This design comes from an exercise in tuning for small area and a short achievable clock period on the open sky130 flow, not from production work.
Where RTL was checked, it was by simulation tests only, not by an equivalence proof against the original.
For run 2, only the layout was checked, not whether the RTL still works.
Power is estimated from default activity; no workload was simulated.

==> flow/design.v (outline; a module is shown in full before it is edited, if it fits) <==
// module ioAddrDecoder: 244 lines
// module ioErrDecode: 7 lines
// module plicWideZero: 92 lines
// module gAnd: 10 lines
// module gAoi21: 8 lines
// module gOai21: 8 lines
// module gXor2: 9 lines
// module clintGeq64: 511 lines
// module clintEq64: 187 lines
// module clintInc64: 349 lines
// module ioReadMux: 36 lines
// module clintMtipNext: 19 lines
// module plicNext: 70 lines
// module ioPlatformTop: 189 lines
module ioPlatformTop #(
  parameter int NumHarts = 2,
  parameter int NumIrqs  = 8
) (
  input  logic                clk_i,
  input  logic                arstN_i,
  input  logic                reqValid_i,
  input  logic                reqWrite_i,
  input  ioPlatformPkg::ioAddrT              reqAddr_i,
  input  ioPlatformPkg::ioDataT              reqWdata_i,
  input  logic                uartIrq_i,
  input  logic                sdIrq_i,
  output logic                rspValid_o,
  output ioPlatformPkg::ioDataT              rspData_o,
  output logic                rspErr_o,
  output logic [NumHarts-1:0] msip_o,
  output logic [NumHarts-1:0] mtip_o,
  output logic [NumHarts-1:0] extIrq_o
);
  // ...
==> flow/flow/run.sh <==
#!/bin/bash
# Standard ORFS layout (the standard.sh, standard synthesis unchanged) with
# these layout choices changed:
#  - after synthesis every combinational cell is set to its smallest drive
#    strength (flow/downsize.tcl); the repair steps upsize where timing needs it
#  - port buffers are plain buf_2 cells instead of the delay cell buffer_ports
#    picks
#  - repair_timing aims for a setup margin near the period this design reaches
# make's full output goes to flow_make.log; ORFS keeps each step's log under
# orfs/logs.
set -euo pipefail
here=$(pwd)
bash standard.sh \
  SETUP_SLACK_MARGIN=9.1 \
  "BUFFER_PORTS_ARGS=-buffer_cell sky130_fd_sc_hd__buf_2" \
  POST_SYNTH_TCL="$here/flow/downsize.tcl" \
  finish > flow_make.log 2>&1
==> flow/flow/downsize.tcl <==
set n 0
foreach inst [get_cells *] {
  set master [get_property $inst ref_name]
  if { ![regexp {^(sky130_fd_sc_hd__([a-z0-9]+))_([0-9]+)$} $master -> base kind size] } {
    continue
  }
  # flip-flops keep the cell synthesis gave them; tie cells stay as they are
  if { [regexp {^(df|edf|sdf|sedf|dl|conb|clk|probe|lpflow|tap|fill|decap|diode)} $kind] } {
    continue
  }
  # cells that drive many loads keep the size synthesis gave them
  set loads 0
  foreach pin [get_pins -of_objects $inst -filter "direction == output"] {
    set net [get_nets -of_objects $pin]
    if { $net ne "" } {
      set loads [expr { $loads + [llength [get_pins -of_objects $net -filter "direction == input"]] }]
    }
  }
  if { $loads > 4 } {
    continue
  }
  set best ""
  set bestArea 1e9
  foreach lc [get_lib_cells */${base}_*] {
    set name [get_property $lc name]
    if { ![regexp "^${base}_\[0-9\]+\$" $name] } { continue }
    # the _0 cells are weaker than _1 for little or no area
    if { [regexp {_0$} $name] } { continue }
    if { [get_property $lc dont_use] } { continue }
    set area [get_property $lc area]
    # among cells of the same area, keep the strongest
    if { $area < $bestArea - 1e-3 || ($area < $bestArea + 1e-3 && $best ne ""
         && [get_property $lc name] > [get_property $best name]) } {
      set bestArea $area
      set best $lc
    }
  }
  if { $best ne "" && [get_property $best name] ne $master } {
    replace_cell $inst $best
    incr n
  }
}
puts "downsize: $n cells set to their smallest drive strength"
==> flow/standard.sh <==
#!/bin/bash
# synth_recipe.tcl (not shown) runs the flow's synth.tcl, then flattens the netlist and writes it again
# the make line also repeats each setting of config.mk as NAME=value (left out here)
make -C /OpenROAD-flow-scripts/flow DESIGN_CONFIG=/design/flow/config.mk WORK_HOME=/design/flow/orfs CLKGATE_MAP_FILE= SYNTH_SCRIPT=/design/flow/synth_recipe.tcl "${@:-finish}"
==> flow/config.mk <==
export PLATFORM = sky130hd
export DESIGN_NAME = ioPlatformTop
export DESIGN_NICKNAME = ioPlatformTop
export VERILOG_FILES = /design/flow/design.v
export SDC_FILE = /design/flow/constraint.sdc
export NUM_CORES = 4
export LEC_CHECK = 0
export CAP_MARGIN = 20
export CORE_MARGIN = 2
export CORE_UTILIZATION = 40
export CTS_BUF_LIST = sky130_fd_sc_hd__clkbuf_4 sky130_fd_sc_hd__clkbuf_8
export CTS_CLUSTER_DIAMETER = 70
export CTS_CLUSTER_SIZE = 14
export SLEW_MARGIN = 20
export SYNTH_HIERARCHICAL = 1
export TNS_END_PERCENT = 0
==> flow/constraint.sdc <==
create_clock -name core_clock -period 13.0 [get_ports {clk_i}]
set_input_delay 2.6000 -clock core_clock [delete_from_list [all_inputs] [get_ports {clk_i}]]
set_output_delay 2.6000 -clock core_clock [all_outputs]
set_load 0.01 [all_outputs]
==> out/results.ini, run 1 <==
[cells_and_area]
multi_input_area_share_pct = 46.4
largest_class = multi-input combinational cells
antenna_cells = 1

[power]
p_comb_uw = 130
switching_power_uw = 465
clk-power_uw = 701

[critical_path]
r2r_start = mtimeQ[0]
path_delay_family = simple AND/OR/NAND/NOR gates
cp.required_ns = 13.52
cpMostUsedCell = nand3_1
startpoint_type = input port

[placement]
pre_cts_ws_ns = 7.83
place_area_um2 = 20000

[clocking]
clk_pin_slew_ns = 0.09
cts_root_buffer = clkbuf_8

[logic_synthesis]
syn_area_per_cell_um2 = 8.21
synthesis.nets = 2352
ys.warnings.count = 15

[global_routing]
grt.busiest_layer = met2
met2_usage_pct = 39.9
grt_pass1_wl_mm = 89.6
overflow = 0
grt_max_degree = 69

[sta]
worst_slack_ns = 9.07
final.setup.tns_ns = 0
timing.hold.ws_ns = 0.495

[drt]
drt-met1-wl_mm = 24.6
postRouteAntennaNets = 0
first_pass_iters = 9

[status]
outcome = complete, no violations

[floorplanning]
floorplan.initialDensity_pct = 40.6
core_um2 = 45500

==> module ioReadMux, before the edit <==
module ioReadMux (
  input  logic [18:0] rdN_i,
  input  logic [11:0] rdWide_i,
  input  logic [63:0] mtime_i,
  input  logic [63:0] cmp0_i,
  input  logic [63:0] cmp1_i,
  input  logic [1:0]  cmpZero_i,
  input  logic [1:0]  msip_i,
  input  logic [20:0] prio_i,
  input  logic [2:1]  pend_i,
  input  logic [7:0]  en0_i,
  input  logic [7:0]  en1_i,
  input  logic [2:0]  thr0_i,
  input  logic [2:0]  thr1_i,
  input  logic [1:0]  best0_i,
  input  logic [1:0]  best1_i,
  output logic [63:0] rd_o
);
  logic [18:0] rd_i;
  assign rd_i = ~rdN_i;
  always_comb begin
    for (int k = 0; k < 4; k++) begin
      rd_o[16*k +: 16] = ({16{rdWide_i[3*k + 2]}} & mtime_i[16*k +: 16])
                       | ({16{rdWide_i[3*k] && !cmpZero_i[0]}} & cmp0_i[16*k +: 16])
                       | ({16{rdWide_i[3*k + 1] && !cmpZero_i[1]}} & cmp1_i[16*k +: 16]);
    end
    rd_o[0] = rd_o[0] | (rd_i[0] && msip_i[0]) | (rd_i[1] && msip_i[1]);
    for (int s = 1; s < 8; s++) begin
      rd_o[2:0] = rd_o[2:0] | ({3{rd_i[4 + s]}} & prio_i[3 * (s - 1) +: 3]);
    end
    rd_o[2:1] = rd_o[2:1] | ({2{rd_i[12]}} & pend_i);
    rd_o[7:0] = rd_o[7:0] | ({8{rd_i[13]}} & en0_i) | ({8{rd_i[14]}} & en1_i);
    rd_o[2:0] = rd_o[2:0] | ({3{rd_i[15]}} & thr0_i) | ({3{rd_i[16]}} & thr1_i);
    rd_o[1:0] = rd_o[1:0] | ({2{rd_i[17]}} & best0_i) | ({2{rd_i[18]}} & best1_i);
  end
endmodule
==> module clintMtipNext, before the edit <==
module clintMtipNext (
  input  logic       wrTimeN_i,
  input  logic [1:0] wrCmpN_i,
  input  logic [1:0] geWCmp_i,
  input  logic       geTW_i,
  input  logic [1:0] eqTCmp_i,
  input  logic       allOnes_i,
  input  logic [1:0] cmpZero_i,
  input  logic [1:0] mtip_i,
  output logic [1:0] mtip_o
);
  always_comb begin
    for (int h = 0; h < 2; h++) begin
      logic geTC;
      geTC = (mtip_i[h] && !allOnes_i) || (cmpZero_i[h] ? allOnes_i : eqTCmp_i[h]);
      mtip_o[h] = !wrTimeN_i ? (cmpZero_i[h] || geWCmp_i[h]) : !wrCmpN_i[h] ? geTW_i : geTC;
    end
  end
endmodule
==> module plicNext, before the edit <==
module plicNext (
  input  logic [18:0] wrN_i,
  input  logic [18:0] rdN_i,
  input  logic [63:0] w_i,
  input  logic [2:1]  lines_i,
  input  logic [2:1]  pend_i,
  input  logic [2:1]  infl_i,
  input  logic [2:0]  prio1_i,
  input  logic [2:0]  prio2_i,
  input  logic [7:0]  en0_i,
  input  logic [7:0]  en1_i,
  input  logic [2:0]  thr0_i,
  input  logic [2:0]  thr1_i,
  output logic [2:1]  pend_o,
  output logic [2:1]  infl_o,
  output logic [1:0]  ext_o,
  output logic [1:0]  best0_o,
  output logic [1:0]  best1_o
);
  logic [18:0] wr_i, rd_i;
  assign wr_i = ~wrN_i;
  assign rd_i = ~rdN_i;
  function automatic logic gt3(logic [2:0] x, logic [2:0] y);
    logic [2:0] g, l;
    g = x & ~y;
    l = ~x & y;
    gt3 = g[2] | (~l[2] & (g[1] | (~l[1] & g[0])));
  endfunction
  logic [2:0] prio [1:2];
  assign prio[1] = prio1_i;
  assign prio[2] = prio2_i;
  logic cand01, cand02, cand11, cand12, p2gt1;
  assign cand01 = pend_i[1] && en0_i[1] && prio1_i != 3'd0;
  assign cand02 = pend_i[2] && en0_i[2] && prio2_i != 3'd0;
  assign cand11 = pend_i[1] && en1_i[1] && prio1_i != 3'd0;
  assign cand12 = pend_i[2] && en1_i[2] && prio2_i != 3'd0;
  assign p2gt1  = gt3(prio2_i, prio1_i);
  assign best0_o = (cand02 && (!cand01 || p2gt1)) ? 2'd2 : cand01 ? 2'd1 : 2'd0;
  assign best1_o = (cand12 && (!cand11 || p2gt1)) ? 2'd2 : cand11 ? 2'd1 : 2'd0;
  logic [2:1] claim, complete, cplVal;
  logic       wLow, wAnyN;
  plicWideZero wideZero (.w_i(w_i), .anyN_o(wAnyN));
  assign wLow      = !wAnyN;
  assign cplVal[1] = wLow && w_i[2:0] == 3'd1;
  assign cplVal[2] = wLow && w_i[2:0] == 3'd2;
  assign claim[1]    = (rd_i[17] && best0_o == 2'd1) || (rd_i[18] && best1_o == 2'd1);
  assign claim[2]    = (rd_i[17] && best0_o == 2'd2) || (rd_i[18] && best1_o == 2'd2);
  assign complete[1] = (wr_i[17] || wr_i[18]) && cplVal[1];
  assign complete[2] = (wr_i[17] || wr_i[18]) && cplVal[2];
  assign pend_o = (pend_i | (lines_i & ~infl_i)) & ~claim;
  assign infl_o = (infl_i | claim) & ~complete;
  logic [2:1] term0, term1;
  always_comb begin
    for (int s = 1; s <= 2; s++) begin
      if (wr_i[4 + s]) begin
        term0[s] = en0_i[s] && gt3(w_i[2:0], thr0_i);
        term1[s] = en1_i[s] && gt3(w_i[2:0], thr1_i);
      end else begin
        term0[s] = wr_i[13] ? (w_i[s] && gt3(prio[s], thr0_i)) :
                   wr_i[15] ? (en0_i[s] && gt3(prio[s], w_i[2:0])) :
                              (en0_i[s] && gt3(prio[s], thr0_i));
        term1[s] = wr_i[14] ? (w_i[s] && gt3(prio[s], thr1_i)) :
                   wr_i[16] ? (en1_i[s] && gt3(prio[s], w_i[2:0])) :
                              (en1_i[s] && gt3(prio[s], thr1_i));
      end
    end
  end
  assign ext_o[0] = (pend_o[1] && term0[1]) || (pend_o[2] && term0[2]);
  assign ext_o[1] = (pend_o[1] && term1[1]) || (pend_o[2] && term1[2]);
endmodule
==> run 2, diff against run 1 <==
--- a/flow/design.v
+++ b/flow/design.v
@@ -24,11 +24,12 @@
   input  logic        valid_i,
   input  logic        write_i,
   input  logic [31:0] addr_i,
-  output logic [11:0] wrWide_o,
+  input  logic [1:0]  cmpZero_i,
+  output logic [23:0] wrWide_o,
   output logic [11:0] rdWide_o,
-  output logic [18:0] wrCtrlN_o,
-  output logic [18:0] rdDataN_o,
-  output logic [18:0] rdCtrlN_o
+  output logic [18:0] wrCtrl_o,
+  output logic [18:0] rdData_o,
+  output logic [18:0] rdCtrl_o
 );
   logic n1;
   gAnd #(.N(2), .INV(2'b00), .NEG(1'b0)) g1 (.x_i({write_i, valid_i}), .y_o(n1));
@@ -170,63 +171,63 @@
   gAnd #(.N(2), .INV(2'b11), .NEG(1'b0)) g69 (.x_i({n68, n7}), .y_o(n69));
   logic n70;
   gAnd #(.N(2), .INV(2'b11), .NEG(1'b0)) g70 (.x_i({n26, n59}), .y_o(n70));
-  gAnd #(.N(3), .INV(3'b000), .NEG(1'b1)) g71 (.x_i({n1, n24, n13}), .y_o(wrCtrlN_o[0]));
-  gAnd #(.N(3), .INV(3'b000), .NEG(1'b1)) g72 (.x_i({n1, n27, n13}), .y_o(wrCtrlN_o[1]));
-  gAnd #(.N(3), .INV(3'b000), .NEG(1'b1)) g73 (.x_i({n1, n30, n13}), .y_o(wrCtrlN_o[2]));
-  gAnd #(.N(3), .INV(3'b000), .NEG(1'b1)) g74 (.x_i({n1, n31, n13}), .y_o(wrCtrlN_o[3]));
-  gAnd #(.N(3), .INV(3'b000), .NEG(1'b1)) g75 (.x_i({n1, n40, n13}), .y_o(wrCtrlN_o[4]));
-  gAnd #(.N(3), .INV(3'b000), .NEG(1'b1)) g76 (.x_i({n1, n27, n43}), .y_o(wrCtrlN_o[5]));
-  gAnd #(.N(3), .INV(3'b000), .NEG(1'b1)) g77 (.x_i({n1, n46, n43}), .y_o(wrCtrlN_o[6]));
-  gAnd #(.N(3), .INV(3'b000), .NEG(1'b1)) g78 (.x_i({n1, n48, n43}), .y_o(wrCtrlN_o[7]));
-  gAnd #(.N(3), .INV(3'b000), .NEG(1'b1)) g79 (.x_i({n1, n51, n43}), .y_o(wrCtrlN_o[8]));
-  gAnd #(.N(3), .INV(3'b000), .NEG(1'b1)) g80 (.x_i({n1, n53, n43}), .y_o(wrCtrlN_o[9]));
-  gAnd #(.N(3), .INV(3'b000), .NEG(1'b1)) g81 (.x_i({n1, n55, n43}), .y_o(wrCtrlN_o[10]));
-  gAnd #(.N(3), .INV(3'b000), .NEG(1'b1)) g82 (.x_i({n1, n57, n43}), .y_o(wrCtrlN_o[11]));
-  gAnd #(.N(3), .INV(3'b000), .NEG(1'b1)) g83 (.x_i({n1, n60, n43}), .y_o(wrCtrlN_o[12]));
-  gAnd #(.N(3), .INV(3'b000), .NEG(1'b1)) g84 (.x_i({n1, n63, n43}), .y_o(wrCtrlN_o[13]));
-  gAnd #(.N(3), .INV(3'b000), .NEG(1'b1)) g85 (.x_i({n1, n66, n43}), .y_o(wrCtrlN_o[14]));
-  gAnd #(.N(3), .INV(3'b000), .NEG(1'b1)) g86 (.x_i({n1, n24, n69}), .y_o(wrCtrlN_o[15]));
-  gAnd #(.N(3), .INV(3'b000), .NEG(1'b1)) g87 (.x_i({n1, n60, n69}), .y_o(wrCtrlN_o[16]));
-  gAnd #(.N(3), .INV(3'b000), .NEG(1'b1)) g88 (.x_i({n1, n27, n69}), .y_o(wrCtrlN_o[17]));
-  gAnd #(.N(3), .INV(3'b000), .NEG(1'b1)) g89 (.x_i({n1, n70, n69}), .y_o(wrCtrlN_o[18]));
-  gAnd #(.N(3), .INV(3'b000), .NEG(1'b1)) g90 (.x_i({n2, n24, n13}), .y_o(rdDataN_o[0]));
-  gAnd #(.N(3), .INV(3'b000), .NEG(1'b1)) g91 (.x_i({n2, n27, n13}), .y_o(rdDataN_o[1]));
-  gAnd #(.N(3), .INV(3'b000), .NEG(1'b1)) g92 (.x_i({n2, n30, n13}), .y_o(rdDataN_o[2]));
-  gAnd #(.N(3), .INV(3'b000), .NEG(1'b1)) g93 (.x_i({n2, n31, n13}), .y_o(rdDataN_o[3]));
-  gAnd #(.N(3), .INV(3'b000), .NEG(1'b1)) g94 (.x_i({n2, n40, n13}), .y_o(rdDataN_o[4]));
-  gAnd #(.N(3), .INV(3'b000), .NEG(1'b1)) g95 (.x_i({n2, n27, n43}), .y_o(rdDataN_o[5]));
-  gAnd #(.N(3), .INV(3'b000), .NEG(1'b1)) g96 (.x_i({n2, n46, n43}), .y_o(rdDataN_o[6]));
-  gAnd #(.N(3), .INV(3'b000), .NEG(1'b1)) g97 (.x_i({n2, n48, n43}), .y_o(rdDataN_o[7]));
-  gAnd #(.N(3), .INV(3'b000), .NEG(1'b1)) g98 (.x_i({n2, n51, n43}), .y_o(rdDataN_o[8]));
-  gAnd #(.N(3), .INV(3'b000), .NEG(1'b1)) g99 (.x_i({n2, n53, n43}), .y_o(rdDataN_o[9]));
-  gAnd #(.N(3), .INV(3'b000), .NEG(1'b1)) g100 (.x_i({n2, n55, n43}), .y_o(rdDataN_o[10]));
-  gAnd #(.N(3), .INV(3'b000), .NEG(1'b1)) g101 (.x_i({n2, n57, n43}), .y_o(rdDataN_o[11]));
-  gAnd #(.N(3), .INV(3'b000), .NEG(1'b1)) g102 (.x_i({n2, n60, n43}), .y_o(rdDataN_o[12]));
-  gAnd #(.N(3), .INV(3'b000), .NEG(1'b1)) g103 (.x_i({n2, n63, n43}), .y_o(rdDataN_o[13]));
-  gAnd #(.N(3), .INV(3'b000), .NEG(1'b1)) g104 (.x_i({n2, n66, n43}), .y_o(rdDataN_o[14]));
-  gAnd #(.N(3), .INV(3'b000), .NEG(1'b1)) g105 (.x_i({n2, n24, n69}), .y_o(rdDataN_o[15]));
-  gAnd #(.N(3), .INV(3'b000), .NEG(1'b1)) g106 (.x_i({n2, n60, n69}), .y_o(rdDataN_o[16]));
-  gAnd #(.N(3), .INV(3'b000), .NEG(1'b1)) g107 (.x_i({n2, n27, n69}), .y_o(rdDataN_o[17]));
-  gAnd #(.N(3), .INV(3'b000), .NEG(1'b1)) g108 (.x_i({n2, n70, n69}), .y_o(rdDataN_o[18]));
-  gAnd #(.N(3), .INV(3'b000), .NEG(1'b1)) g109 (.x_i({n2, n24, n13}), .y_o(rdCtrlN_o[0]));
-  gAnd #(.N(3), .INV(3'b000), .NEG(1'b1)) g110 (.x_i({n2, n27, n13}), .y_o(rdCtrlN_o[1]));
-  gAnd #(.N(3), .INV(3'b000), .NEG(1'b1)) g111 (.x_i({n2, n30, n13}), .y_o(rdCtrlN_o[2]));
-  gAnd #(.N(3), .INV(3'b000), .NEG(1'b1)) g112 (.x_i({n2, n31, n13}), .y_o(rdCtrlN_o[3]));
-  gAnd #(.N(3), .INV(3'b000), .NEG(1'b1)) g113 (.x_i({n2, n40, n13}), .y_o(rdCtrlN_o[4]));
-  gAnd #(.N(3), .INV(3'b000), .NEG(1'b1)) g114 (.x_i({n2, n27, n43}), .y_o(rdCtrlN_o[5]));
-  gAnd #(.N(3), .INV(3'b000), .NEG(1'b1)) g115 (.x_i({n2, n46, n43}), .y_o(rdCtrlN_o[6]));
-  gAnd #(.N(3), .INV(3'b000), .NEG(1'b1)) g116 (.x_i({n2, n48, n43}), .y_o(rdCtrlN_o[7]));
-  gAnd #(.N(3), .INV(3'b000), .NEG(1'b1)) g117 (.x_i({n2, n51, n43}), .y_o(rdCtrlN_o[8]));
-  gAnd #(.N(3), .INV(3'b000), .NEG(1'b1)) g118 (.x_i({n2, n53, n43}), .y_o(rdCtrlN_o[9]));
-  gAnd #(.N(3), .INV(3'b000), .NEG(1'b1)) g119 (.x_i({n2, n55, n43}), .y_o(rdCtrlN_o[10]));
-  gAnd #(.N(3), .INV(3'b000), .NEG(1'b1)) g120 (.x_i({n2, n57, n43}), .y_o(rdCtrlN_o[11]));
-  gAnd #(.N(3), .INV(3'b000), .NEG(1'b1)) g121 (.x_i({n2, n60, n43}), .y_o(rdCtrlN_o[12]));
-  gAnd #(.N(3), .INV(3'b000), .NEG(1'b1)) g122 (.x_i({n2, n63, n43}), .y_o(rdCtrlN_o[13]));
-  gAnd #(.N(3), .INV(3'b000), .NEG(1'b1)) g123 (.x_i({n2, n66, n43}), .y_o(rdCtrlN_o[14]));
-  gAnd #(.N(3), .INV(3'b000), .NEG(1'b1)) g124 (.x_i({n2, n24, n69}), .y_o(rdCtrlN_o[15]));
-  gAnd #(.N(3), .INV(3'b000), .NEG(1'b1)) g125 (.x_i({n2, n60, n69}), .y_o(rdCtrlN_o[16]));
-  gAnd #(.N(3), .INV(3'b000), .NEG(1'b1)) g126 (.x_i({n2, n27, n69}), .y_o(rdCtrlN_o[17]));
-  gAnd #(.N(3), .INV(3'b000), .NEG(1'b1)) g127 (.x_i({n2, n70, n69}), .y_o(rdCtrlN_o[18]));
+  gAnd #(.N(3), .INV(3'b000), .NEG(1'b0)) g71 (.x_i({n1, n24, n13}), .y_o(wrCtrl_o[0]));
+  gAnd #(.N(3), .INV(3'b000), .NEG(1'b0)) g72 (.x_i({n1, n27, n13}), .y_o(wrCtrl_o[1]));
+  gAnd #(.N(3), .INV(3'b000), .NEG(1'b0)) g73 (.x_i({n1, n30, n13}), .y_o(wrCtrl_o[2]));
+  gAnd #(.N(3), .INV(3'b000), .NEG(1'b0)) g74 (.x_i({n1, n31, n13}), .y_o(wrCtrl_o[3]));
+  gAnd #(.N(3), .INV(3'b000), .NEG(1'b0)) g75 (.x_i({n1, n40, n13}), .y_o(wrCtrl_o[4]));
+  gAnd #(.N(3), .INV(3'b000), .NEG(1'b0)) g76 (.x_i({n1, n27, n43}), .y_o(wrCtrl_o[5]));
+  gAnd #(.N(3), .INV(3'b000), .NEG(1'b0)) g77 (.x_i({n1, n46, n43}), .y_o(wrCtrl_o[6]));
+  gAnd #(.N(3), .INV(3'b000), .NEG(1'b0)) g78 (.x_i({n1, n48, n43}), .y_o(wrCtrl_o[7]));
+  gAnd #(.N(3), .INV(3'b000), .NEG(1'b0)) g79 (.x_i({n1, n51, n43}), .y_o(wrCtrl_o[8]));
+  gAnd #(.N(3), .INV(3'b000), .NEG(1'b0)) g80 (.x_i({n1, n53, n43}), .y_o(wrCtrl_o[9]));
+  gAnd #(.N(3), .INV(3'b000), .NEG(1'b0)) g81 (.x_i({n1, n55, n43}), .y_o(wrCtrl_o[10]));
+  gAnd #(.N(3), .INV(3'b000), .NEG(1'b0)) g82 (.x_i({n1, n57, n43}), .y_o(wrCtrl_o[11]));
+  gAnd #(.N(3), .INV(3'b000), .NEG(1'b0)) g83 (.x_i({n1, n60, n43}), .y_o(wrCtrl_o[12]));
+  gAnd #(.N(3), .INV(3'b000), .NEG(1'b0)) g84 (.x_i({n1, n63, n43}), .y_o(wrCtrl_o[13]));
+  gAnd #(.N(3), .INV(3'b000), .NEG(1'b0)) g85 (.x_i({n1, n66, n43}), .y_o(wrCtrl_o[14]));
+  gAnd #(.N(3), .INV(3'b000), .NEG(1'b0)) g86 (.x_i({n1, n24, n69}), .y_o(wrCtrl_o[15]));
+  gAnd #(.N(3), .INV(3'b000), .NEG(1'b0)) g87 (.x_i({n1, n60, n69}), .y_o(wrCtrl_o[16]));
+  gAnd #(.N(3), .INV(3'b000), .NEG(1'b0)) g88 (.x_i({n1, n27, n69}), .y_o(wrCtrl_o[17]));
+  gAnd #(.N(3), .INV(3'b000), .NEG(1'b0)) g89 (.x_i({n1, n70, n69}), .y_o(wrCtrl_o[18]));
+  gAnd #(.N(3), .INV(3'b000), .NEG(1'b0)) g90 (.x_i({n2, n24, n13}), .y_o(rdData_o[0]));
+  gAnd #(.N(3), .INV(3'b000), .NEG(1'b0)) g91 (.x_i({n2, n27, n13}), .y_o(rdData_o[1]));
+  gAnd #(.N(3), .INV(3'b000), .NEG(1'b0)) g92 (.x_i({n2, n30, n13}), .y_o(rdData_o[2]));
+  gAnd #(.N(3), .INV(3'b000), .NEG(1'b0)) g93 (.x_i({n2, n31, n13}), .y_o(rdData_o[3]));
+  gAnd #(.N(3), .INV(3'b000), .NEG(1'b0)) g94 (.x_i({n2, n40, n13}), .y_o(rdData_o[4]));
+  gAnd #(.N(3), .INV(3'b000), .NEG(1'b0)) g95 (.x_i({n2, n27, n43}), .y_o(rdData_o[5]));
+  gAnd #(.N(3), .INV(3'b000), .NEG(1'b0)) g96 (.x_i({n2, n46, n43}), .y_o(rdData_o[6]));
+  gAnd #(.N(3), .INV(3'b000), .NEG(1'b0)) g97 (.x_i({n2, n48, n43}), .y_o(rdData_o[7]));
+  gAnd #(.N(3), .INV(3'b000), .NEG(1'b0)) g98 (.x_i({n2, n51, n43}), .y_o(rdData_o[8]));
+  gAnd #(.N(3), .INV(3'b000), .NEG(1'b0)) g99 (.x_i({n2, n53, n43}), .y_o(rdData_o[9]));
+  gAnd #(.N(3), .INV(3'b000), .NEG(1'b0)) g100 (.x_i({n2, n55, n43}), .y_o(rdData_o[10]));
+  gAnd #(.N(3), .INV(3'b000), .NEG(1'b0)) g101 (.x_i({n2, n57, n43}), .y_o(rdData_o[11]));
+  gAnd #(.N(3), .INV(3'b000), .NEG(1'b0)) g102 (.x_i({n2, n60, n43}), .y_o(rdData_o[12]));
+  gAnd #(.N(3), .INV(3'b000), .NEG(1'b0)) g103 (.x_i({n2, n63, n43}), .y_o(rdData_o[13]));
+  gAnd #(.N(3), .INV(3'b000), .NEG(1'b0)) g104 (.x_i({n2, n66, n43}), .y_o(rdData_o[14]));
+  gAnd #(.N(3), .INV(3'b000), .NEG(1'b0)) g105 (.x_i({n2, n24, n69}), .y_o(rdData_o[15]));
+  gAnd #(.N(3), .INV(3'b000), .NEG(1'b0)) g106 (.x_i({n2, n60, n69}), .y_o(rdData_o[16]));
+  gAnd #(.N(3), .INV(3'b000), .NEG(1'b0)) g107 (.x_i({n2, n27, n69}), .y_o(rdData_o[17]));
+  gAnd #(.N(3), .INV(3'b000), .NEG(1'b0)) g108 (.x_i({n2, n70, n69}), .y_o(rdData_o[18]));
+  gAnd #(.N(3), .INV(3'b000), .NEG(1'b0)) g109 (.x_i({n2, n24, n13}), .y_o(rdCtrl_o[0]));
+  gAnd #(.N(3), .INV(3'b000), .NEG(1'b0)) g110 (.x_i({n2, n27, n13}), .y_o(rdCtrl_o[1]));
+  gAnd #(.N(3), .INV(3'b000), .NEG(1'b0)) g111 (.x_i({n2, n30, n13}), .y_o(rdCtrl_o[2]));
+  gAnd #(.N(3), .INV(3'b000), .NEG(1'b0)) g112 (.x_i({n2, n31, n13}), .y_o(rdCtrl_o[3]));
+  gAnd #(.N(3), .INV(3'b000), .NEG(1'b0)) g113 (.x_i({n2, n40, n13}), .y_o(rdCtrl_o[4]));
+  gAnd #(.N(3), .INV(3'b000), .NEG(1'b0)) g114 (.x_i({n2, n27, n43}), .y_o(rdCtrl_o[5]));
+  gAnd #(.N(3), .INV(3'b000), .NEG(1'b0)) g115 (.x_i({n2, n46, n43}), .y_o(rdCtrl_o[6]));
+  gAnd #(.N(3), .INV(3'b000), .NEG(1'b0)) g116 (.x_i({n2, n48, n43}), .y_o(rdCtrl_o[7]));
+  gAnd #(.N(3), .INV(3'b000), .NEG(1'b0)) g117 (.x_i({n2, n51, n43}), .y_o(rdCtrl_o[8]));
+  gAnd #(.N(3), .INV(3'b000), .NEG(1'b0)) g118 (.x_i({n2, n53, n43}), .y_o(rdCtrl_o[9]));
+  gAnd #(.N(3), .INV(3'b000), .NEG(1'b0)) g119 (.x_i({n2, n55, n43}), .y_o(rdCtrl_o[10]));
+  gAnd #(.N(3), .INV(3'b000), .NEG(1'b0)) g120 (.x_i({n2, n57, n43}), .y_o(rdCtrl_o[11]));
+  gAnd #(.N(3), .INV(3'b000), .NEG(1'b0)) g121 (.x_i({n2, n60, n43}), .y_o(rdCtrl_o[12]));
+  gAnd #(.N(3), .INV(3'b000), .NEG(1'b0)) g122 (.x_i({n2, n63, n43}), .y_o(rdCtrl_o[13]));
+  gAnd #(.N(3), .INV(3'b000), .NEG(1'b0)) g123 (.x_i({n2, n66, n43}), .y_o(rdCtrl_o[14]));
+  gAnd #(.N(3), .INV(3'b000), .NEG(1'b0)) g124 (.x_i({n2, n24, n69}), .y_o(rdCtrl_o[15]));
+  gAnd #(.N(3), .INV(3'b000), .NEG(1'b0)) g125 (.x_i({n2, n60, n69}), .y_o(rdCtrl_o[16]));
+  gAnd #(.N(3), .INV(3'b000), .NEG(1'b0)) g126 (.x_i({n2, n27, n69}), .y_o(rdCtrl_o[17]));
+  gAnd #(.N(3), .INV(3'b000), .NEG(1'b0)) g127 (.x_i({n2, n70, n69}), .y_o(rdCtrl_o[18]));
   logic n128;
   gAnd #(.N(2), .INV(2'b11), .NEG(1'b0)) g128 (.x_i({n12, n7}), .y_o(n128));
   logic n129;
@@ -251,18 +252,30 @@
   gAnd #(.N(3), .INV(3'b000), .NEG(1'b0)) g143 (.x_i({n1, n129, n128}), .y_o(wrWide_o[9]));
   gAnd #(.N(3), .INV(3'b000), .NEG(1'b0)) g144 (.x_i({n1, n131, n130}), .y_o(wrWide_o[10]));
   gAnd #(.N(3), .INV(3'b000), .NEG(1'b0)) g145 (.x_i({n1, n133, n132}), .y_o(wrWide_o[11]));
-  gAnd #(.N(3), .INV(3'b000), .NEG(1'b0)) g146 (.x_i({n2, n129, n128}), .y_o(rdWide_o[0]));
-  gAnd #(.N(3), .INV(3'b000), .NEG(1'b0)) g147 (.x_i({n2, n131, n130}), .y_o(rdWide_o[1]));
-  gAnd #(.N(3), .INV(3'b000), .NEG(1'b0)) g148 (.x_i({n2, n133, n132}), .y_o(rdWide_o[2]));
-  gAnd #(.N(3), .INV(3'b000), .NEG(1'b0)) g149 (.x_i({n2, n129, n128}), .y_o(rdWide_o[3]));
-  gAnd #(.N(3), .INV(3'b000), .NEG(1'b0)) g150 (.x_i({n2, n131, n130}), .y_o(rdWide_o[4]));
-  gAnd #(.N(3), .INV(3'b000), .NEG(1'b0)) g151 (.x_i({n2, n133, n132}), .y_o(rdWide_o[5]));
-  gAnd #(.N(3), .INV(3'b000), .NEG(1'b0)) g152 (.x_i({n2, n129, n128}), .y_o(rdWide_o[6]));
-  gAnd #(.N(3), .INV(3'b000), .NEG(1'b0)) g153 (.x_i({n2, n131, n130}), .y_o(rdWide_o[7]));
-  gAnd #(.N(3), .INV(3'b000), .NEG(1'b0)) g154 (.x_i({n2, n133, n132}), .y_o(rdWide_o[8]));
-  gAnd #(.N(3), .INV(3'b000), .NEG(1'b0)) g155 (.x_i({n2, n129, n128}), .y_o(rdWide_o[9]));
-  gAnd #(.N(3), .INV(3'b000), .NEG(1'b0)) g156 (.x_i({n2, n131, n130}), .y_o(rdWide_o[10]));
-  gAnd #(.N(3), .INV(3'b000), .NEG(1'b0)) g157 (.x_i({n2, n133, n132}), .y_o(rdWide_o[11]));
+  gAnd #(.N(3), .INV(3'b000), .NEG(1'b0)) g146 (.x_i({n1, n129, n128}), .y_o(wrWide_o[12]));
+  gAnd #(.N(3), .INV(3'b000), .NEG(1'b0)) g147 (.x_i({n1, n131, n130}), .y_o(wrWide_o[13]));
+  gAnd #(.N(3), .INV(3'b000), .NEG(1'b0)) g148 (.x_i({n1, n133, n132}), .y_o(wrWide_o[14]));
+  gAnd #(.N(3), .INV(3'b000), .NEG(1'b0)) g149 (.x_i({n1, n129, n128}), .y_o(wrWide_o[15]));
+  gAnd #(.N(3), .INV(3'b000), .NEG(1'b0)) g150 (.x_i({n1, n131, n130}), .y_o(wrWide_o[16]));
+  gAnd #(.N(3), .INV(3'b000), .NEG(1'b0)) g151 (.x_i({n1, n133, n132}), .y_o(wrWide_o[17]));
+  gAnd #(.N(3), .INV(3'b000), .NEG(1'b0)) g152 (.x_i({n1, n129, n128}), .y_o(wrWide_o[18]));
+  gAnd #(.N(3), .INV(3'b000), .NEG(1'b0)) g153 (.x_i({n1, n131, n130}), .y_o(wrWide_o[19]));
+  gAnd #(.N(3), .INV(3'b000), .NEG(1'b0)) g154 (.x_i({n1, n133, n132}), .y_o(wrWide_o[20]));
+  gAnd #(.N(3), .INV(3'b000), .NEG(1'b0)) g155 (.x_i({n1, n129, n128}), .y_o(wrWide_o[21]));
+  gAnd #(.N(3), .INV(3'b000), .NEG(1'b0)) g156 (.x_i({n1, n131, n130}), .y_o(wrWide_o[22]));
+  gAnd #(.N(3), .INV(3'b000), .NEG(1'b0)) g157 (.x_i({n1, n133, n132}), .y_o(wrWide_o[23]));
+  gAnd #(.N(4), .INV(4'b1000), .NEG(1'b0)) g158 (.x_i({cmpZero_i[0], n2, n129, n128}), .y_o(rdWide_o[0]));
+  gAnd #(.N(4), .INV(4'b1000), .NEG(1'b0)) g159 (.x_i({cmpZero_i[1], n2, n131, n130}), .y_o(rdWide_o[1]));
+  gAnd #(.N(3), .INV(3'b000), .NEG(1'b0)) g160 (.x_i({n2, n133, n132}), .y_o(rdWide_o[2]));
+  gAnd #(.N(4), .INV(4'b1000), .NEG(1'b0)) g161 (.x_i({cmpZero_i[0], n2, n129, n128}), .y_o(rdWide_o[3]));
+  gAnd #(.N(4), .INV(4'b1000), .NEG(1'b0)) g162 (.x_i({cmpZero_i[1], n2, n131, n130}), .y_o(rdWide_o[4]));
+  gAnd #(.N(3), .INV(3'b000), .NEG(1'b0)) g163 (.x_i({n2, n133, n132}), .y_o(rdWide_o[5]));
+  gAnd #(.N(4), .INV(4'b1000), .NEG(1'b0)) g164 (.x_i({cmpZero_i[0], n2, n129, n128}), .y_o(rdWide_o[6]));
+  gAnd #(.N(4), .INV(4'b1000), .NEG(1'b0)) g165 (.x_i({cmpZero_i[1], n2, n131, n130}), .y_o(rdWide_o[7]));
+  gAnd #(.N(3), .INV(3'b000), .NEG(1'b0)) g166 (.x_i({n2, n133, n132}), .y_o(rdWide_o[8]));
+  gAnd #(.N(4), .INV(4'b1000), .NEG(1'b0)) g167 (.x_i({cmpZero_i[0], n2, n129, n128}), .y_o(rdWide_o[9]));
+  gAnd #(.N(4), .INV(4'b1000), .NEG(1'b0)) g168 (.x_i({cmpZero_i[1], n2, n131, n130}), .y_o(rdWide_o[10]));
+  gAnd #(.N(3), .INV(3'b000), .NEG(1'b0)) g169 (.x_i({n2, n133, n132}), .y_o(rdWide_o[11]));
 endmodule
 module ioErrDecode (
   input  logic        valid_i,
@@ -398,6 +411,25 @@
 );
   assign y_o = INV ^ a_i ^ b_i;
 endmodule
+module gAoi22 (
+  input  logic a1_i,
+  input  logic a2_i,
+  input  logic b1_i,
+  input  logic b2_i,
+  output logic y_o
+);
+  assign y_o = ~((a1_i & a2_i) | (b1_i & b2_i));
+endmodule
+module gAoi221 (
+  input  logic a1_i,
+  input  logic a2_i,
+  input  logic b1_i,
+  input  logic b2_i,
+  input  logic c1_i,
+  output logic y_o
+);
+  assign y_o = ~((a1_i & a2_i) | (b1_i & b2_i) | c1_i);
+endmodule
 module clintGeq64 (
   input  logic [63:0] xN_i,
   input  logic [63:0] y_i,
@@ -1446,12 +1478,11 @@
   assign allOnes_o = n90;
 endmodule
 module ioReadMux (
-  input  logic [18:0] rdN_i,
+  input  logic [18:0] rd_i,
   input  logic [11:0] rdWide_i,
   input  logic [63:0] mtime_i,
   input  logic [63:0] cmp0_i,
   input  logic [63:0] cmp1_i,
-  input  logic [1:0]  cmpZero_i,
   input  logic [1:0]  msip_i,
   input  logic [20:0] prio_i,
   input  logic [2:1]  pend_i,
@@ -1463,46 +1494,146 @@
   input  logic [1:0]  best1_i,
   output logic [63:0] rd_o
 );
-  logic [18:0] rd_i;
-  assign rd_i = ~rdN_i;
-  always_comb begin
-    for (int k = 0; k < 4; k++) begin
-      rd_o[16*k +: 16] = ({16{rdWide_i[3*k + 2]}} & mtime_i[16*k +: 16])
-                       | ({16{rdWide_i[3*k] && !cmpZero_i[0]}} & cmp0_i[16*k +: 16])
-                       | ({16{rdWide_i[3*k + 1] && !cmpZero_i[1]}} & cmp1_i[16*k +: 16]);
-    end
-    rd_o[0] = rd_o[0] | (rd_i[0] && msip_i[0]) | (rd_i[1] && msip_i[1]);
-    for (int s = 1; s < 8; s++) begin
-      rd_o[2:0] = rd_o[2:0] | ({3{rd_i[4 + s]}} & prio_i[3 * (s - 1) +: 3]);
-    end
-    rd_o[2:1] = rd_o[2:1] | ({2{rd_i[12]}} & pend_i);
-    rd_o[7:0] = rd_o[7:0] | ({8{rd_i[13]}} & en0_i) | ({8{rd_i[14]}} & en1_i);
-    rd_o[2:0] = rd_o[2:0] | ({3{rd_i[15]}} & thr0_i) | ({3{rd_i[16]}} & thr1_i);
-    rd_o[1:0] = rd_o[1:0] | ({2{rd_i[17]}} & best0_i) | ({2{rd_i[18]}} & best1_i);
+  logic n1;
+  gAoi22 g1 (.a1_i(rdWide_i[2]), .a2_i(mtime_i[0]), .b1_i(rdWide_i[0]), .b2_i(cmp0_i[0]), .y_o(n1));
+  logic n2;
+  gAoi22 g2 (.a1_i(rdWide_i[1]), .a2_i(cmp1_i[0]), .b1_i(rd_i[0]), .b2_i(msip_i[0]), .y_o(n2));
+  logic n3;
+  gAoi22 g3 (.a1_i(rd_i[1]), .a2_i(msip_i[1]), .b1_i(rd_i[5]), .b2_i(prio_i[0]), .y_o(n3));
+  logic n4;
+  gAoi22 g4 (.a1_i(rd_i[6]), .a2_i(prio_i[3]), .b1_i(rd_i[7]), .b2_i(prio_i[6]), .y_o(n4));
+  logic n5;
+  gAoi22 g5 (.a1_i(rd_i[8]), .a2_i(prio_i[9]), .b1_i(rd_i[9]), .b2_i(prio_i[12]), .y_o(n5));
+  logic n6;
+  gAoi22 g6 (.a1_i(rd_i[10]), .a2_i(prio_i[15]), .b1_i(rd_i[11]), .b2_i(prio_i[18]), .y_o(n6));
+  logic n7;
+  gAoi22 g7 (.a1_i(rd_i[15]), .a2_i(thr0_i[0]), .b1_i(rd_i[16]), .b2_i(thr1_i[0]), .y_o(n7));
+  logic n8;
+  gAoi22 g8 (.a1_i(rd_i[13]), .a2_i(en0_i[0]), .b1_i(rd_i[14]), .b2_i(en1_i[0]), .y_o(n8));
+  logic n9;
+  gAoi22 g9 (.a1_i(rd_i[17]), .a2_i(best0_i[0]), .b1_i(rd_i[18]), .b2_i(best1_i[0]), .y_o(n9));
+  logic n10;
+  gAnd #(.N(4), .INV(4'b0000), .NEG(1'b1)) g10 (.x_i({n4, n3, n2, n1}), .y_o(n10));
+  logic n11;
+  gAnd #(.N(4), .INV(4'b0000), .NEG(1'b1)) g11 (.x_i({n8, n7, n6, n5}), .y_o(n11));
+  logic n12;
+  gAnd #(.N(1), .INV(1'b0), .NEG(1'b1)) g12 (.x_i({n9}), .y_o(n12));
+  gAnd #(.N(3), .INV(3'b111), .NEG(1'b1)) g13 (.x_i({n12, n11, n10}), .y_o(rd_o[0]));
+  logic n14;
+  gAoi22 g14 (.a1_i(rdWide_i[2]), .a2_i(mtime_i[1]), .b1_i(rdWide_i[0]), .b2_i(cmp0_i[1]), .y_o(n14));
+  logic n15;
+  gAoi22 g15 (.a1_i(rdWide_i[1]), .a2_i(cmp1_i[1]), .b1_i(rd_i[5]), .b2_i(prio_i[1]), .y_o(n15));
+  logic n16;
+  gAoi22 g16 (.a1_i(rd_i[6]), .a2_i(prio_i[4]), .b1_i(rd_i[7]), .b2_i(prio_i[7]), .y_o(n16));
+  logic n17;
+  gAoi22 g17 (.a1_i(rd_i[8]), .a2_i(prio_i[10]), .b1_i(rd_i[9]), .b2_i(prio_i[13]), .y_o(n17));
+  logic n18;
+  gAoi22 g18 (.a1_i(rd_i[10]), .a2_i(prio_i[16]), .b1_i(rd_i[11]), .b2_i(prio_i[19]), .y_o(n18));
+  logic n19;
+  gAoi22 g19 (.a1_i(rd_i[15]), .a2_i(thr0_i[1]), .b1_i(rd_i[16]), .b2_i(thr1_i[1]), .y_o(n19));
+  logic n20;
+  gAoi22 g20 (.a1_i(rd_i[12]), .a2_i(pend_i[1]), .b1_i(rd_i[13]), .b2_i(en0_i[1]), .y_o(n20));
+  logic n21;
+  gAoi22 g21 (.a1_i(rd_i[14]), .a2_i(en1_i[1]), .b1_i(rd_i[17]), .b2_i(best0_i[1]), .y_o(n21));
+  logic n22;
+  gAnd #(.N(2), .INV(2'b00), .NEG(1'b1)) g22 (.x_i({best1_i[1], rd_i[18]}), .y_o(n22));
+  logic n23;
+  gAnd #(.N(4), .INV(4'b0000), .NEG(1'b1)) g23 (.x_i({n17, n16, n15, n14}), .y_o(n23));
+  logic n24;
+  gAnd #(.N(4), .INV(4'b0000), .NEG(1'b1)) g24 (.x_i({n21, n20, n19, n18}), .y_o(n24));
+  logic n25;
+  gAnd #(.N(1), .INV(1'b0), .NEG(1'b1)) g25 (.x_i({n22}), .y_o(n25));
+  gAnd #(.N(3), .INV(3'b111), .NEG(1'b1)) g26 (.x_i({n25, n24, n23}), .y_o(rd_o[1]));
+  logic n27;
+  gAoi22 g27 (.a1_i(rdWide_i[2]), .a2_i(mtime_i[2]), .b1_i(rdWide_i[0]), .b2_i(cmp0_i[2]), .y_o(n27));
+  logic n28;
+  gAoi22 g28 (.a1_i(rdWide_i[1]), .a2_i(cmp1_i[2]), .b1_i(rd_i[5]), .b2_i(prio_i[2]), .y_o(n28));
+  logic n29;
+  gAoi22 g29 (.a1_i(rd_i[6]), .a2_i(prio_i[5]), .b1_i(rd_i[7]), .b2_i(prio_i[8]), .y_o(n29));
+  logic n30;
+  gAoi22 g30 (.a1_i(rd_i[8]), .a2_i(prio_i[11]), .b1_i(rd_i[9]), .b2_i(prio_i[14]), .y_o(n30));
+  logic n31;
+  gAoi22 g31 (.a1_i(rd_i[10]), .a2_i(prio_i[17]), .b1_i(rd_i[11]), .b2_i(prio_i[20]), .y_o(n31));
+  logic n32;
+  gAoi22 g32 (.a1_i(rd_i[15]), .a2_i(thr0_i[2]), .b1_i(rd_i[16]), .b2_i(thr1_i[2]), .y_o(n32));
+  logic n33;
+  gAoi22 g33 (.a1_i(rd_i[12]), .a2_i(pend_i[2]), .b1_i(rd_i[13]), .b2_i(en0_i[2]), .y_o(n33));
+  logic n34;
+  gAnd #(.N(2), .INV(2'b00), .NEG(1'b1)) g34 (.x_i({en1_i[2], rd_i[14]}), .y_o(n34));
+  logic n35;
+  gAnd #(.N(4), .INV(4'b0000), .NEG(1'b1)) g35 (.x_i({n30, n29, n28, n27}), .y_o(n35));
+  logic n36;
+  gAnd #(.N(4), .INV(4'b0000), .NEG(1'b1)) g36 (.x_i({n34, n33, n32, n31}), .y_o(n36));
+  gAnd #(.N(2), .INV(2'b11), .NEG(1'b1)) g37 (.x_i({n36, n35}), .y_o(rd_o[2]));
+  logic n38;
+  gAoi22 g38 (.a1_i(rdWide_i[2]), .a2_i(mtime_i[3]), .b1_i(rdWide_i[0]), .b2_i(cmp0_i[3]), .y_o(n38));
+  logic n39;
+  gAoi22 g39 (.a1_i(rdWide_i[1]), .a2_i(cmp1_i[3]), .b1_i(rd_i[13]), .b2_i(en0_i[3]), .y_o(n39));
+  logic n40;
+  gAnd #(.N(2), .INV(2'b00), .NEG(1'b1)) g40 (.x_i({en1_i[3], rd_i[14]}), .y_o(n40));
+  gAnd #(.N(3), .INV(3'b000), .NEG(1'b1)) g41 (.x_i({n40, n39, n38}), .y_o(rd_o[3]));
+  logic n42;
+  gAoi22 g42 (.a1_i(rdWide_i[2]), .a2_i(mtime_i[4]), .b1_i(rdWide_i[0]), .b2_i(cmp0_i[4]), .y_o(n42));
+  logic n43;
+  gAoi22 g43 (.a1_i(rdWide_i[1]), .a2_i(cmp1_i[4]), .b1_i(rd_i[13]), .b2_i(en0_i[4]), .y_o(n43));
+  logic n44;
+  gAnd #(.N(2), .INV(2'b00), .NEG(1'b1)) g44 (.x_i({en1_i[4], rd_i[14]}), .y_o(n44));
+  gAnd #(.N(3), .INV(3'b000), .NEG(1'b1)) g45 (.x_i({n44, n43, n42}), .y_o(rd_o[4]));
+  logic n46;
+  gAoi22 g46 (.a1_i(rdWide_i[2]), .a2_i(mtime_i[5]), .b1_i(rdWide_i[0]), .b2_i(cmp0_i[5]), .y_o(n46));
+  logic n47;
+  gAoi22 g47 (.a1_i(rdWide_i[1]), .a2_i(cmp1_i[5]), .b1_i(rd_i[13]), .b2_i(en0_i[5]), .y_o(n47));
+  logic n48;
+  gAnd #(.N(2), .INV(2'b00), .NEG(1'b1)) g48 (.x_i({en1_i[5], rd_i[14]}), .y_o(n48));
+  gAnd #(.N(3), .INV(3'b000), .NEG(1'b1)) g49 (.x_i({n48, n47, n46}), .y_o(rd_o[5]));
+  logic n50;
+  gAoi22 g50 (.a1_i(rdWide_i[2]), .a2_i(mtime_i[6]), .b1_i(rdWide_i[0]), .b2_i(cmp0_i[6]), .y_o(n50));
+  logic n51;
+  gAoi22 g51 (.a1_i(rdWide_i[1]), .a2_i(cmp1_i[6]), .b1_i(rd_i[13]), .b2_i(en0_i[6]), .y_o(n51));
+  logic n52;
+  gAnd #(.N(2), .INV(2'b00), .NEG(1'b1)) g52 (.x_i({en1_i[6], rd_i[14]}), .y_o(n52));
+  gAnd #(.N(3), .INV(3'b000), .NEG(1'b1)) g53 (.x_i({n52, n51, n50}), .y_o(rd_o[6]));
+  logic n54;
+  gAoi22 g54 (.a1_i(rdWide_i[2]), .a2_i(mtime_i[7]), .b1_i(rdWide_i[0]), .b2_i(cmp0_i[7]), .y_o(n54));
+  logic n55;
+  gAoi22 g55 (.a1_i(rdWide_i[1]), .a2_i(cmp1_i[7]), .b1_i(rd_i[13]), .b2_i(en0_i[7]), .y_o(n55));
+  logic n56;
+  gAnd #(.N(2), .INV(2'b00), .NEG(1'b1)) g56 (.x_i({en1_i[7], rd_i[14]}), .y_o(n56));
+  gAnd #(.N(3), .INV(3'b000), .NEG(1'b1)) g57 (.x_i({n56, n55, n54}), .y_o(rd_o[7]));
+  for (genvar i = 8; i < 64; i++) begin : gHigh
+    assign rd_o[i] = (rdWide_i[3*(i/16) + 2] & mtime_i[i])
+                   | (rdWide_i[3*(i/16)] & cmp0_i[i])
+                   | (rdWide_i[3*(i/16) + 1] & cmp1_i[i]);
   end
 endmodule
 module clintMtipNext (
-  input  logic       wrTimeN_i,
-  input  logic [1:0] wrCmpN_i,
+  input  logic       wrTime_i,
+  input  logic [1:0] wrCmp_i,
   input  logic [1:0] geWCmp_i,
   input  logic       geTW_i,
   input  logic [1:0] eqTCmp_i,
   input  logic       allOnes_i,
   input  logic [1:0] cmpZero_i,
   input  logic [1:0] mtip_i,
-  output logic [1:0] mtip_o
+  output logic [1:0] mtipN_o
 );
-  always_comb begin
-    for (int h = 0; h < 2; h++) begin
-      logic geTC;
-      geTC = (mtip_i[h] && !allOnes_i) || (cmpZero_i[h] ? allOnes_i : eqTCmp_i[h]);
-      mtip_o[h] = !wrTimeN_i ? (cmpZero_i[h] || geWCmp_i[h]) : !wrCmpN_i[h] ? geTW_i : geTC;
-    end
+  for (genvar h = 0; h < 2; h++) begin : gHart
+    logic geTC, rest;
+    assign geTC = (mtip_i[h] && !allOnes_i) || (cmpZero_i[h] ? allOnes_i : eqTCmp_i[h]);
+    assign rest = (wrTime_i && cmpZero_i[h]) || (!wrTime_i && !wrCmp_i[h] && geTC);
+    gAoi221 last (
+      .a1_i (wrTime_i),
+      .a2_i (geWCmp_i[h]),
+      .b1_i (wrCmp_i[h]),
+      .b2_i (geTW_i),
+      .c1_i (rest),
+      .y_o  (mtipN_o[h])
+    );
   end
 endmodule
 module plicNext (
-  input  logic [18:0] wrN_i,
-  input  logic [18:0] rdN_i,
+  input  logic [18:0] wr_i,
+  input  logic [18:0] rd_i,
   input  logic [63:0] w_i,
   input  logic [2:1]  lines_i,
   input  logic [2:1]  pend_i,
@@ -1519,9 +1650,6 @@
   output logic [1:0]  best0_o,
   output logic [1:0]  best1_o
 );
-  logic [18:0] wr_i, rd_i;
-  assign wr_i = ~wrN_i;
-  assign rd_i = ~rdN_i;
   function automatic logic gt3(logic [2:0] x, logic [2:0] y);
     logic [2:0] g, l;
     g = x & ~y;
@@ -1592,18 +1720,20 @@
   logic [63:0] w, wN;
   assign w  = reqWdata_i;
   assign wN = ~reqWdata_i;
-  logic [11:0] wrW, rdW;
-  logic [18:0] wrCN, rdRN, rdCN;
+  logic [23:0] wrW;
+  logic [11:0] rdW;
+  logic [18:0] wrC, rdR, rdC;
   logic        errC;
   ioAddrDecoder dec (
     .valid_i   (reqValid_i),
     .write_i   (reqWrite_i),
     .addr_i    (reqAddr_i),
+    .cmpZero_i (cmpZeroQ),
     .wrWide_o  (wrW),
     .rdWide_o  (rdW),
-    .wrCtrlN_o (wrCN),
-    .rdDataN_o (rdRN),
-    .rdCtrlN_o (rdCN)
+    .wrCtrl_o  (wrC),
+    .rdData_o  (rdR),
+    .rdCtrl_o  (rdC)
   );
   ioErrDecode errDec (
     .valid_i (reqValid_i),
@@ -1633,30 +1763,30 @@
     .incN_o    (mtimeP1N),
     .allOnes_o (allOnes)
   );
-  for (genvar k = 0; k < 4; k++) begin : gSlice
-    assign mtimeD[16*k +: 16] = ~(wrW[3*k + 2] ? wN[16*k +: 16] : mtimeP1N[16*k +: 16]);
-    assign cmp0D[16*k +: 16]  = wrW[3*k]     ? w[16*k +: 16] : cmp0Q[16*k +: 16];
-    assign cmp1D[16*k +: 16]  = wrW[3*k + 1] ? w[16*k +: 16] : cmp1Q[16*k +: 16];
+  for (genvar k = 0; k < 8; k++) begin : gSlice
+    assign mtimeD[8*k +: 8] = ~(wrW[3*k + 2] ? wN[8*k +: 8] : mtimeP1N[8*k +: 8]);
+    assign cmp0D[8*k +: 8]  = wrW[3*k]     ? w[8*k +: 8] : cmp0Q[8*k +: 8];
+    assign cmp1D[8*k +: 8]  = wrW[3*k + 1] ? w[8*k +: 8] : cmp1Q[8*k +: 8];
   end
-  assign cmpZeroD[0] = cmpZeroQ[0] && wrCN[2];
-  assign cmpZeroD[1] = cmpZeroQ[1] && wrCN[3];
-  assign msipD[0] = !wrCN[0] ? w[0] : msipQ[0];
-  assign msipD[1] = !wrCN[1] ? w[0] : msipQ[1];
+  assign cmpZeroD[0] = cmpZeroQ[0] && !wrC[2];
+  assign cmpZeroD[1] = cmpZeroQ[1] && !wrC[3];
+  assign msipD[0] = wrC[0] ? w[0] : msipQ[0];
+  assign msipD[1] = wrC[1] ? w[0] : msipQ[1];
   always_comb begin
     prioD[0] = 3'd0;
     for (int s = 1; s < 8; s++) begin
-      prioD[s] = !wrCN[4 + s] ? w[2:0] : prioQ[s];
+      prioD[s] = wrC[4 + s] ? w[2:0] : prioQ[s];
     end
   end
-  assign en0D  = !wrCN[13] ? w[7:0] : en0Q;
-  assign en1D  = !wrCN[14] ? w[7:0] : en1Q;
-  assign thr0D = !wrCN[15] ? w[2:0] : thr0Q;
-  assign thr1D = !wrCN[16] ? w[2:0] : thr1Q;
+  assign en0D  = wrC[13] ? w[7:0] : en0Q;
+  assign en1D  = wrC[14] ? w[7:0] : en1Q;
+  assign thr0D = wrC[15] ? w[2:0] : thr0Q;
+  assign thr1D = wrC[16] ? w[2:0] : thr1Q;
   assign lines = {sdIrq_i, uartIrq_i};
   logic [1:0] extD, best0, best1;
   plicNext plic (
-    .wrN_i   (wrCN),
-    .rdN_i   (rdCN),
+    .wr_i    (wrC),
+    .rd_i    (rdC),
     .w_i     (w),
     .lines_i (lines),
     .pend_i  (pendQ),
@@ -1674,31 +1804,30 @@
     .best1_o (best1)
   );
   logic geTW, ge0, ge1, eq0, eq1;
-  logic [1:0] mtipD;
+  logic [1:0] mtipND;
   clintGeq64 cmpGe0 (.xN_i(wN), .y_i(cmp0Q), .ge_o(ge0));
   clintGeq64 cmpGe1 (.xN_i(wN), .y_i(cmp1Q), .ge_o(ge1));
   clintGeq64 timeGe (.xN_i(mtimeP1N), .y_i(w), .ge_o(geTW));
   clintEq64  cmpEq0 (.xN_i(mtimeP1N), .y_i(cmp0Q), .eq_o(eq0));
   clintEq64  cmpEq1 (.xN_i(mtimeP1N), .y_i(cmp1Q), .eq_o(eq1));
   clintMtipNext mtipNext (
-    .wrTimeN_i (wrCN[4]),
-    .wrCmpN_i  (wrCN[3:2]),
+    .wrTime_i  (wrC[4]),
+    .wrCmp_i   (wrC[3:2]),
     .geWCmp_i  ({ge1, ge0}),
     .geTW_i    (geTW),
     .eqTCmp_i  ({eq1, eq0}),
     .allOnes_i (allOnes),
     .cmpZero_i (cmpZeroQ),
     .mtip_i    (~mtipNQ),
-    .mtip_o    (mtipD)
+    .mtipN_o   (mtipND)
   );
   logic [63:0] rdD;
   ioReadMux readMux (
-    .rdN_i     (rdRN),
+    .rd_i      (rdR),
     .rdWide_i  (rdW),
     .mtime_i   (mtimeQ),
     .cmp0_i    (cmp0Q),
     .cmp1_i    (cmp1Q),
-    .cmpZero_i (cmpZeroQ),
     .msip_i    (msipQ),
     .prio_i    ({prioQ[7], prioQ[6], prioQ[5], prioQ[4], prioQ[3], prioQ[2], prioQ[1]}),
     .pend_i    (pendQ),
@@ -1743,7 +1872,7 @@
       inflQ    <= inflD;
       validQ   <= reqValid_i;
       errQ     <= errC;
-      mtipNQ   <= ~mtipD;
+      mtipNQ   <= mtipND;
       extQ     <= extD;
     end
   end
==> flow/flow/downsize.tcl (replaced) <==
# Sets every combinational cell of the synthesized netlist to the smallest
# drive strength of its function (same cell name up to the _N suffix), so
# that the later repair steps upsize only where timing asks for it.
set n 0
foreach inst [get_cells *] {
  set master [get_property $inst ref_name]
  if { ![regexp {^(sky130_fd_sc_hd__([a-z0-9]+))_([0-9]+)$} $master -> base kind size] } {
    continue
  }
  # flip-flops keep the cell synthesis gave them; tie cells stay as they are
  if { [regexp {^(df|edf|sdf|sedf|dl|conb|clk|probe|lpflow|tap|fill|decap|diode)} $kind] } {
    continue
  }
  set best ""
  set bestArea 1e9
  foreach lc [get_lib_cells */${base}_*] {
    set name [get_property $lc name]
    if { ![regexp "^${base}_\[0-9\]+\$" $name] } { continue }
    if { [get_property $lc dont_use] } { continue }
    set area [get_property $lc area]
    # among cells of the same area, keep the strongest
    if { $area < $bestArea - 1e-3 || ($area < $bestArea + 1e-3 && $best ne ""
         && [get_property $lc name] > [get_property $best name]) } {
      set bestArea $area
      set best $lc
    }
  }
  if { $best ne "" && [get_property $best name] ne $master } {
    replace_cell $inst $best
    incr n
  }
}
puts "downsize: $n cells set to their smallest drive strength"
--- a/flow/config.mk
+++ b/flow/config.mk
@@ -8,9 +8,6 @@
 export CAP_MARGIN = 20
 export CORE_MARGIN = 2
 export CORE_UTILIZATION = 40
-export CTS_BUF_LIST = sky130_fd_sc_hd__clkbuf_4 sky130_fd_sc_hd__clkbuf_8
-export CTS_CLUSTER_DIAMETER = 70
-export CTS_CLUSTER_SIZE = 14
 export SLEW_MARGIN = 20
 export SYNTH_HIERARCHICAL = 1
 export TNS_END_PERCENT = 0
==> out/results.ini, run 2 <==
[power]
swShare_pct = 23.5
intPower_uw = 1700
power_leakage_uw = 0.00891
irDropWorstVdd_mv = 0.0914
power_frac_comb_pct = 6.0
p_seq_share_pct = 46.2
switching_power_uw = 523  ; +13%
powerDensity_nw_per_um2 = 102
p_clk_share_pct = 47.9

[critical_path]
crit_path_end_kind = register
cpMostUsedCell = buf_6
cp_data_arrival_time_ns = 4.46
crit_buf_inv = 3
path_delay_family = simple AND/OR/NAND/NOR gates
r2r_slack_ns = 9.19
critPathKind = input port to register
startpoint_type = input port
cp.required_ns = 13.46  ; -0.06 ns
cp_slowest_cell = or3b_4
path_cells = buf_6 > nor2b_4 > nand4_1 > buf_6 > buf_6 > nor2_4 > and3_4 > or3b_4 > a221oi_2 > o221ai_1 > o221a_2 > o32ai_2
cpPeakStageDelay_ns = 0.37
cp_max_fo = 7

[sta]
fmax_mhz = 250
finalHoldViolations = 0
setup_viol = 0
rsz0062_at_grt = yes
min_period_ns = 4.00
final.period_utilization_pct = 30.8
worst_slack_ns = 9.00  ; -0.0751 ns
maxSlewViolCount = 0
slew_headroom_pct = 45.4
finClkSkew_ns = 0.0149
tightestPinTransition_ns = 0.819
final.setup.tns_ns = 0  ; unchanged

[global_routing]
grt_max_degree = 66  ; -4.3%
overflow = 0  ; unchanged
grt_pass1_wl_mm = 89.7  ; +0.14%
antenna_found_initial = 2
grt_usage_pct = 24.1
first_global_vias = 16100

[floorplanning]
die_area_um2 = 47800
die_h_um = 219
num_rows = 78
floorplan.initialDensity_pct = 40.6  ; about the same
io_pins = 174
die_w_um = 219
core_um2 = 45400  ; -0.21%

[logic_synthesis]
syn_area_per_cell_um2 = 8.47  ; +3.2%
synthesis.nets = 2277  ; -3.2%
synthCells = 2175
ys.warnings.count = 13  ; -2
synth_area_um2 = 18400

[cells_and_area]
regArea_um2 = 8160
multiInputGateArea_um2 = 10000
instances_no_fill = 3021
design_area_um2 = 21800
final_nets = 2492
syn2layout_area_growth_pct = 18.5
drive_gt1_share_pct = 22.5
nFillCells = 4303
final_common_cell = nand2_1
final_util_pct = 48.1
layout_common_cells = nand2_1, nor2_1, a21oi_1, o21ai_1, buf_2

[drt]
viasPerCell = 5.66
wl_per_cell_um = 19.4
drc_errors = 0
drt_iter0_drc = 1725
vias = 17100
wirelength_mm = 58.6
first_pass_iters = 7  ; -2
postRouteAntennaNets = 0  ; unchanged

[clocking]
clk_latency_ns = 0.56
cts_root_buffer = clkbuf_16
cts.sinks = 313
clk_pin_slew_ns = 0.06  ; -0.03 ns
cts_tree = built
cts_htree_levels = 2
cts_buffers = 37
cts_buffer_depth = 3

[placement]
gp_congestion = 0.893
place_area_um2 = 20000  ; +0.20%
port_buffers = 173
pre_cts_ws_ns = 7.70  ; -0.122 ns
post-dp-hpwl_mm = 42.9
dpl.cell_count = 2925

[job]
maxCapViolations = 0

[status]
outcome = complete, no violations

[min_path]
hold_path.class = register to register

-- run 2: changes by cell type in the layout (fill, tap and decap cells not counted), moves of 10 or more --
cell / before / now
clkbuf_1: 0 / 10
and3_2: 9 / 21
clkbuf_4: 12 / 0
and3_1: 10 / 37
clkbuf_8: 32 / 8
inv_1: 14 / 0
o21ai_1: 228 / 175
nor2b_1: 65 / 54
a22oi_1: 8 / 36
mux2_2: 0 / 45
nand2_1: 345 / 300
nand3_1: 53 / 24
clkbuf_16: 0 / 39
-- run 2: tightest hold or removal path: stages, from the launching register on --
cell and delay [ns]:
dfrtp_1 0.34, nand2_1 0.05, nand3_1 0.07
-- run 2: worst paths after layout --
kind | from | to | cells past startpoint
max in group asynchronous | arstN_i | mtimeQ[0] | 2
hold reg to reg | en1Q[3] | rdQ[3] | 2
hold / removal | en1Q[3] | rdQ[3] | 2
setup / recovery | reqAddr_i[28] | extQ[0] | 12
min in group asynchronous | arstN_i | prioQ[2][0] | 1
setup reg to reg | mtimeQ[16] | mtipNQ[1] | 15
-- run 2: stage by stage --
stage | hold WS, ns | total power (uW)
after global routing | 0.515 | 2300
after detailed placement | 0.481 | 1170
after CTS | 0.494 | 2250
after global placement | 0.468 | 1170
final | 0.487 | 2230
after floorplan | 0.452 | 1110
-- run 2: cell type report --
cell class	count	share of cell area, %
flip-flops and latches	313	37.4
inverters	142	2.44
well taps	600	3.44
multi-input cells	1695	45.9
diodes	2	0.0229
clock buffers	57	5.15
repair buffers	201	5.14
clock inverters	11	0.527
-- run 2: power by group through the flow --
stage | Sequential [uW] | Clock [uW] | Combinational (uW)
finish | 1030 | 1070 | 133
global placement | 1050 | 0 | 124
CTS | 1030 | 1090 | 129
floorplan | 1050 | 0 | 61.6
global route | 1030 | 1130 | 148
detailed placement | 1050 | 0 | 128
-- run 2: layer usage --
metal	share of wire, %	routed length (um)	global-route usage, %	vias up
li1	-	-	-	8180
met1	44	25700	32.5	8207
met5	0	0	0	-
met2	48	27900	40.2	608
met4	2.5	1450	7.41	0
met3	6.3	3670	3.22	89
-- run 2: timing repair --
action | CTS | global route
endpoints found under the setup margin | 284 | 268
cloned | 0 | 1
pin swaps | 6 | 19
hold buffers | 0 | 0
resized for setup | 63 | 42
setup buffers | 12 | 13

afterwards: timing with drivers on the ports:
How much do the figures lean on ideal ports? The routed layouts below were timed once more, with nothing changed but the port constraints. Step 1 sets driving cells, clkbuf_16 on the clock port and buf_2 on the other inputs (assumed; they add their load-dependent delay and slew). Step 2 also shifts input and output timing later by t, the mid clock arrival at the registers, as if the neighbouring blocks saw the same clock. a / b / c = ideal ports / drivers / drivers and shift; a / b = the first two.
| run | t, ns | setup WS [ns] | worst setup path at the end | worst slew at a driven data input, ns | cell pins on the clock port's net |
|---|---|---|---|---|---|
| run 1 | 0.698 | 9.073 / 9.096 / 8.408 | input to register | 0.08 | 1 |
| run 2 | 0.609 | 8.998 / 9.020 / 8.411 | input to register | 0.10 | 1 |
After both steps setup and hold are still met in every run listed. For run 1, which loses most, drivers alone change the setup slack by +0.023 ns; drivers and shift together by -0.665 ns.
